From an optimization exercise on the open Yosys and OpenROAD flow, aimed at small area, a short achievable clock period and few clock cycles per item; shortcuts taken in it are not production practice. The RTL was checked by simulation tests, not by an equivalence proof against the original design.

## design/flow/run.sh

```bash
#!/bin/bash
# synth_recipe.tcl (not shown) runs the flow's synth.tcl, then flattens the netlist and writes it again
# the make line also repeats each setting of config.mk as NAME=value (left out here)
make -C /OpenROAD-flow-scripts/flow DESIGN_CONFIG=/design/flow/config.mk WORK_HOME=/design/flow/orfs CLKGATE_MAP_FILE= SYNTH_SCRIPT=/design/flow/synth_recipe.tcl finish
```

## design/flow/config.mk

```make
export PLATFORM = sky130hd
export DESIGN_NAME = anc_top
export DESIGN_NICKNAME = anc_top
export VERILOG_FILES = /design/flow/design.v
export SDC_FILE = /design/flow/constraint.sdc
export NUM_CORES = 4
export LEC_CHECK = 0
export CAP_MARGIN = 20
export CORE_MARGIN = 2
export CORE_UTILIZATION = 40
export SLEW_MARGIN = 20
```

## design/flow/constraint.sdc

```tcl
create_clock -name core_clock -period 13.0 [get_ports {clk}]
set_input_delay 2.6000 -clock core_clock [delete_from_list [all_inputs] [get_ports {clk}]]
set_output_delay 2.6000 -clock core_clock [all_outputs]
set_load 0.01 [all_outputs]
```

## design/flow/design.v

```verilog
package anc_pkg;
    localparam int SAMPLE_W = 14;
    localparam int WEIGHT_W = 32;
    localparam int ACC_W    = 48;
    typedef logic signed [SAMPLE_W-1:0] sample_t;
    typedef logic signed [WEIGHT_W-1:0] weight_t;
    typedef logic signed [ACC_W-1:0] acc_t;
    typedef struct packed {
        sample_t primary_a;
        sample_t primary_b;
        sample_t noise_ref;
    } frame_in_t;
    typedef enum logic [2:0] {
        PH_IDLE   = 3'd0,
        PH_SHIFT  = 3'd1,
        PH_FILTER = 3'd2,
        PH_ERROR  = 3'd3,
        PH_UPDATE = 3'd4,
        PH_HOLD   = 3'd5
    } phase_e;
endpackage
`timescale 1ns/1ps
module anc_sequencer
#(
    parameter int TAPS = 8
)
(
    input  logic                      clk,
    input  logic                      rstn,
    input  logic                      head_flag,
    output anc_pkg::phase_e                    phase,
    output logic [$clog2(TAPS)-1:0]   tap,
    output logic                      frame_done
);
    localparam int TAP_W = $clog2(TAPS);
    logic last_tap;
    assign last_tap = (tap == TAP_W'(TAPS - 1));
    always_ff @(posedge clk or negedge rstn)
    begin
        if (!rstn)
        begin
            phase      <= anc_pkg::PH_IDLE;
            tap        <= '0;
            frame_done <= 1'b0;
        end
        else
        begin
            frame_done <= 1'b0;
            case (phase)
                anc_pkg::PH_IDLE:
                begin
                    if (head_flag)
                        phase <= anc_pkg::PH_SHIFT;
                end
                anc_pkg::PH_SHIFT:
                begin
                    phase <= anc_pkg::PH_FILTER;
                end
                anc_pkg::PH_FILTER:
                begin
                    if (last_tap)
                    begin
                        tap   <= '0;
                        phase <= anc_pkg::PH_ERROR;
                    end
                    else
                        tap <= tap + 1'b1;
                end
                anc_pkg::PH_ERROR:
                begin
                    phase <= anc_pkg::PH_UPDATE;
                end
                anc_pkg::PH_UPDATE:
                begin
                    if (last_tap)
                    begin
                        tap        <= '0;
                        phase      <= anc_pkg::PH_HOLD;
                        frame_done <= 1'b1;
                    end
                    else
                        tap <= tap + 1'b1;
                end
                anc_pkg::PH_HOLD:
                begin
                    if (!head_flag)
                        phase <= anc_pkg::PH_IDLE;
                end
                default:
                begin
                    phase <= anc_pkg::PH_IDLE;
                    tap   <= '0;
                end
            endcase
        end
    end
endmodule
`timescale 1ns/1ps
module anc_ref_delay_line
#(
    parameter int TAPS = 8
)
(
    input  logic                      clk,
    input  logic                      rstn,
    input  anc_pkg::sample_t                   noise_ref,
    input  anc_pkg::phase_e                    phase,
    input  logic [$clog2(TAPS)-1:0]   tap,
    output anc_pkg::sample_t                   ref_tap
);
    anc_pkg::sample_t ref_q [TAPS];
    always_ff @(posedge clk or negedge rstn)
    begin
        if (!rstn)
        begin
            for (int k = 0; k < TAPS; k++)
                ref_q[k] <= '0;
        end
        else if (phase == anc_pkg::PH_SHIFT)
        begin
            ref_q[0] <= noise_ref;
            for (int k = 1; k < TAPS; k++)
                ref_q[k] <= ref_q[k-1];
        end
    end
    assign ref_tap = ref_q[tap];
endmodule
`timescale 1ns/1ps
module anc_weight_bank
#(
    parameter int TAPS = 8
)
(
    input  logic                      clk,
    input  logic                      rstn,
    input  logic [$clog2(TAPS)-1:0]   rd_addr,
    output anc_pkg::weight_t                   rd_data,
    input  logic                      wr_en,
    input  logic [$clog2(TAPS)-1:0]   wr_addr,
    input  anc_pkg::weight_t                   wr_data
);
    anc_pkg::weight_t weight_q [TAPS];
    always_ff @(posedge clk or negedge rstn)
    begin
        if (!rstn)
        begin
            for (int k = 0; k < TAPS; k++)
                weight_q[k] <= '0;
        end
        else if (wr_en)
        begin
            weight_q[wr_addr] <= wr_data;
        end
    end
    assign rd_data = weight_q[rd_addr];
endmodule
`timescale 1ns/1ps
module anc_channel
#(
    parameter int TAPS      = 8,
    parameter int FRAC_BITS = 16,
    parameter int MU_SHIFT  = 14
)
(
    input  logic                      clk,
    input  logic                      rstn,
    input  anc_pkg::sample_t                   primary,
    input  anc_pkg::phase_e                    phase,
    input  logic [$clog2(TAPS)-1:0]   tap,
    input  anc_pkg::sample_t                   ref_tap,
    output anc_pkg::sample_t                   err
);
    anc_pkg::sample_t    primary_q;
    anc_pkg::acc_t       acc;
    anc_pkg::acc_t       product;
    anc_pkg::sample_t    estimate;
    anc_pkg::weight_t    rd_weight;
    anc_pkg::weight_t    err_ref;
    anc_pkg::weight_t    step;
    anc_pkg::weight_t    new_weight;
    logic       wr_en;
    assign product = anc_pkg::acc_t'(rd_weight) * anc_pkg::acc_t'(ref_tap);
    assign estimate = anc_pkg::sample_t'(acc >>> FRAC_BITS);
    always_ff @(posedge clk)
    begin
        if (phase == anc_pkg::PH_SHIFT)
        begin
            primary_q <= primary;
            acc       <= '0;
        end
        else if (phase == anc_pkg::PH_FILTER)
        begin
            acc <= acc + product;
        end
    end
    always_ff @(posedge clk or negedge rstn)
    begin
        if (!rstn)
            err <= '0;
        else if (phase == anc_pkg::PH_ERROR)
            err <= primary_q - estimate;
    end
    assign err_ref    = anc_pkg::weight_t'(err) * anc_pkg::weight_t'(ref_tap);
    assign step       = err_ref >>> MU_SHIFT;
    assign new_weight = rd_weight + step;
    assign wr_en      = (phase == anc_pkg::PH_UPDATE);
    anc_weight_bank #(
        .TAPS (TAPS)
    ) i_weight_bank (
        .clk     (clk),
        .rstn    (rstn),
        .rd_addr (tap),
        .rd_data (rd_weight),
        .wr_en   (wr_en),
        .wr_addr (tap),
        .wr_data (new_weight)
    );
endmodule
`timescale 1ns/1ps
module anc_top
#(
    parameter int TAPS      = 8,
    parameter int FRAC_BITS = 16,
    parameter int MU_SHIFT  = 14
)
(
    input  logic        clk,
    input  logic        rstn,
    input  logic        head_flag,
    input  anc_pkg::frame_in_t   frame,
    output anc_pkg::sample_t     dout,
    output logic        frame_done
);
    localparam int TAP_W = $clog2(TAPS);
    anc_pkg::phase_e             phase;
    logic [TAP_W-1:0]   tap;
    anc_pkg::sample_t            ref_tap;
    anc_pkg::sample_t            err_a;
    anc_pkg::sample_t            err_b;
    logic               load_dout;
    anc_sequencer #(
        .TAPS (TAPS)
    ) i_sequencer (
        .clk        (clk),
        .rstn       (rstn),
        .head_flag  (head_flag),
        .phase      (phase),
        .tap        (tap),
        .frame_done (frame_done)
    );
    anc_ref_delay_line #(
        .TAPS (TAPS)
    ) i_ref_delay_line (
        .clk       (clk),
        .rstn      (rstn),
        .noise_ref (frame.noise_ref),
        .phase     (phase),
        .tap       (tap),
        .ref_tap   (ref_tap)
    );
    anc_channel #(
        .TAPS      (TAPS),
        .FRAC_BITS (FRAC_BITS),
        .MU_SHIFT  (MU_SHIFT)
    ) i_channel_a (
        .clk     (clk),
        .rstn    (rstn),
        .primary (frame.primary_a),
        .phase   (phase),
        .tap     (tap),
        .ref_tap (ref_tap),
        .err     (err_a)
    );
    anc_channel #(
        .TAPS      (TAPS),
        .FRAC_BITS (FRAC_BITS),
        .MU_SHIFT  (MU_SHIFT)
    ) i_channel_b (
        .clk     (clk),
        .rstn    (rstn),
        .primary (frame.primary_b),
        .phase   (phase),
        .tap     (tap),
        .ref_tap (ref_tap),
        .err     (err_b)
    );
    assign load_dout = (phase == anc_pkg::PH_UPDATE) && (tap == TAP_W'(TAPS - 1));
    always_ff @(posedge clk or negedge rstn)
    begin
        if (!rstn)
            dout <= '0;
        else if (load_dout)
            dout <= err_a + err_b;
    end
endmodule
```

==> run notes <==
==> stage by stage <==
step / hold WS, ns / util / worst slack, ns / instance area (um2) / cells
6_report: 0.460 / 0.440 / 0.602 / 76600 / 9861
5_1_grt: 0.483 / 0.440 / 0.0425 / 76600 / 9859
4_1_cts: 0.465 / 0.440 / 0.583 / 76600 / 9855
3_5_place_dp: 0.452 / 0.424 / 0.728 / 73800 / 9705
3_3_place_gp: 0.442 / 0.424 / 0.831 / 73800 / 9705
2_1_floorplan: 0.429 / - / 2.11 / 70100 / 7527
==> how the worst max path moves through the flow <==
stage | start | end | slack, ns | cells after the start
floorplan | i_sequencer.tap[2] | i_channel_a.acc[29] | 2.11 | 48
global placement | i_sequencer.tap[1] | i_channel_a.acc[29] | 0.83 | 43
detailed placement | i_sequencer.tap[1] | i_channel_a.acc[29] | 0.73 | 43
CTS | i_sequencer.tap[1] | i_channel_a.acc[29] | 0.58 | 43
global route | i_sequencer.tap[1] | i_channel_b.i_weight_bank.weight_q[3][28] | 0.04 | 44
finish | i_sequencer.tap[1] | i_channel_a.acc[29] | 0.60 | 43
==> flip-flops by register name, indices dropped and copies added, names as in the netlist, 30 cells and up <==
signal / flops
i_channel_a.i_weight_bank.weight_q: 240
i_channel_b.acc: 30
i_channel_b.i_weight_bank.weight_q: 240
i_ref_delay_line.ref_q: 112
i_channel_a.acc: 30
==> cell type report <==
class | instances | area share
repair buffers | 218 | 0.0251
clock inverters | 32 | 0.00661
inverters | 1108 | 0.0543
flip-flops and latches | 729 | 0.236
well taps | 2325 | 0.0380
clock buffers | 118 | 0.0300
multi-input cells | 5325 | 0.610
diodes | 6 | 0.000196
==> worst min-delay path, stage by stage (launching register included) <==
cell     delay [ns]
dfxtp_1        0.33
nand2_1        0.05
o21ai_0        0.05
==> placed cells by master, fill, tap and decap left out, types with 17 or more instances in the layout <==
master,synthesis,final
o31ai_1,28,28
a31oi_1,21,17
mux2_2,217,217
clkdlybuf4s50_1,0,58
dfrtp_1,641,640
clkbuf_16,0,82
clkinv_1,24,24
xor2_1,86,86
a222oi_1,79,79
nand2b_1,56,56
and2_1,250,250
nor3_1,23,23
edfxtp_1,28,28
o21ai_0,619,616
nor2b_1,36,36
fa_1,893,893
nand3_1,33,31
and3_1,61,61
o22ai_1,23,22
clkbuf_1,303,25
a21oi_1,175,175
o21bai_1,22,22
xnor2_1,166,166
nand2_1,1246,1239
a221oi_1,17,17
nor2_1,367,364
a21o_1,85,85
ha_1,453,449
nand4_1,24,24
o21a_1,48,44
o21ai_1,40,41
inv_1,1080,1080
buf_4,8,148
dfxtp_1,60,60
==> layer usage <==
metal | share of wire | vias to the layer above | global-route usage
met5 | 0 | - | 0
met1 | 0.42 | 26900 | 0.308
met4 | 0.046 | 0 | 0.101
met3 | 0.055 | 359 | 0.0280
li1 | - | 24100 | -
met2 | 0.48 | 1477 | 0.396
==> cells by family after synthesis <==
group,Yosys count,synth area share
and+or+nand+nor,2148,0.134
buffers and inverters,1473,0.0801
adders and majority gates,1346,0.336
AOI/OAI and AO/OA,1333,0.121
DFF,729,0.258
xor gates and xnor gates,261,0.0342
muxes,237,0.0379
==> run notes <==
status=finished clean; Final min period=12.40 ns; max-cap violations=0; Yosys top cell area share=0.255; EDFF count, synth=28; Post-CTS Setup Bufs=0; Setup TNS Final=0 ns; FF/Latch Area=between 15000 and 20000 um2; synthesized area=~70000 um2; Crit path max-delay family=adder cells; RR Startpoint=i_sequencer.tap[1]; Remaining Overflow, GRT=0; crit start category=register; die area=179000 um2; first-pass GRT wire length=between 300 and 400 mm; final hold violations=0; Multi-input gate area=46700 um2; syn nets=8918; type of the worst setup path=register to register; nets=8855; RSZ-0062 raised after global routing=false; number of buffers created by CTS=82; count of pins over their slew limit=0; sequential area share after synthesis=0.258; CP Buf/Inv Count=9; initial antenna violation count=8; Root Buffer=clkbuf_16; slew margin rel.=0.281; dominant synthesized flop cell=dfrtp_1; top-count cell post-synth=nand2_1; row cnt=roughly 150; Hold Path End=i_channel_a.acc[8]; Clock Path Buffers=3; Routed WL per cell=21.0 um; DP HPWL=roughly 150 mm; Post-Synthesis Cells=~7500; DR iter-0 viols=around 4200; Port Buffers=slightly below 60; Area growth syn-to-layout=9.30%; Final setup viols=0; Req. time, crit path=approximately 14 ns; share of layout cells above drive strength 1=0.0785; Clock transition at path regs=about 0.060 ns; total wire length=about 210 mm; reg2reg path depth=43; period utilization=0.954; Core Box Area=approximately 170000 um2; Critical Path Fanout Max=22; FILL cells=roughly 17000; Worst Path Arrival=~13 ns; Hold Startpoint=i_channel_a.acc[8]; Via density=around 5.4; yosys warns=7; post-synth cell types=96; Hold Path Depth=2; Fmax achieved=around 80 MHz; r2r endpoint=i_channel_a.acc[29]; # hold bufs at CTS=0; die span in y=423 um; Synth top cells by count=nand2_1 (1246), inv_1 (1080), fa_1 (893); Worst path max stage delay=0.62 ns; number of I/O pins=60; pin count of the biggest net entering global routing=around 160; ys async rst share=0.879; top cell type by total area after synthesis=fa_1; post_cts resized=0; CP most frequent cell=inv_1; clk latency of the worst-skew pair=a little over 0.7 ns; leading cell types by total area after synthesis=fa_1 (25%), dfrtp_1 (23%), ha_1 (8.1%); TritonCTS clock tree=yes; R2R Setup Slk=~0.6 ns; Avg Inst Size Synth=~9.3 um2; Detail Route Antenna Nets=0; H-tree depth=3; Starting Density=0.403; Synth Register Bits=between 700 and 800; Initial DRT Pass Iterations=8; clock tree sinks=~730; Vias=~53000; Worst Hold Class=register to register; Die W=about 420 um; CP max stage cell=clkinv_1; CP Capture Type=register; Tightest Pin Transition=1.07 ns; final clock skew=between 0.06 and 0.07 ns; all-layer global routing usage=0.236; # DRC=0; Placer Congestion=0.919; vias in the first global route=~55000
Testbench counts, summed over its fixed seeds: cycles 67,192, frames 3,200.

re-timing with driven ports:
The flow's constraints put no driver on any port. The routed layout listed below was extracted and timed again, unchanged, in two steps. Step 1, drivers: a clkbuf_16 drives clk and a buf_2 each remaining input, both assumed. Step 2 moves the port delays by t, midway between the first and last clock arrival at a register: inputs arrive t later, outputs are due t later. That takes back most of the time a late clock gives input paths. a / b / c = no drivers / after step 1 / after step 2; a / b = the first two.
t, ns: 0.774
slack for setup (ns): 0.602 / 0.602 / 0.602
worst setup path at the end: register to register
pins driven straight from the clock port: 1
After both steps setup and hold are still met in this run. The setup slack of this run moves by 0.000 ns with the drivers and by 0.000 ns with both steps.
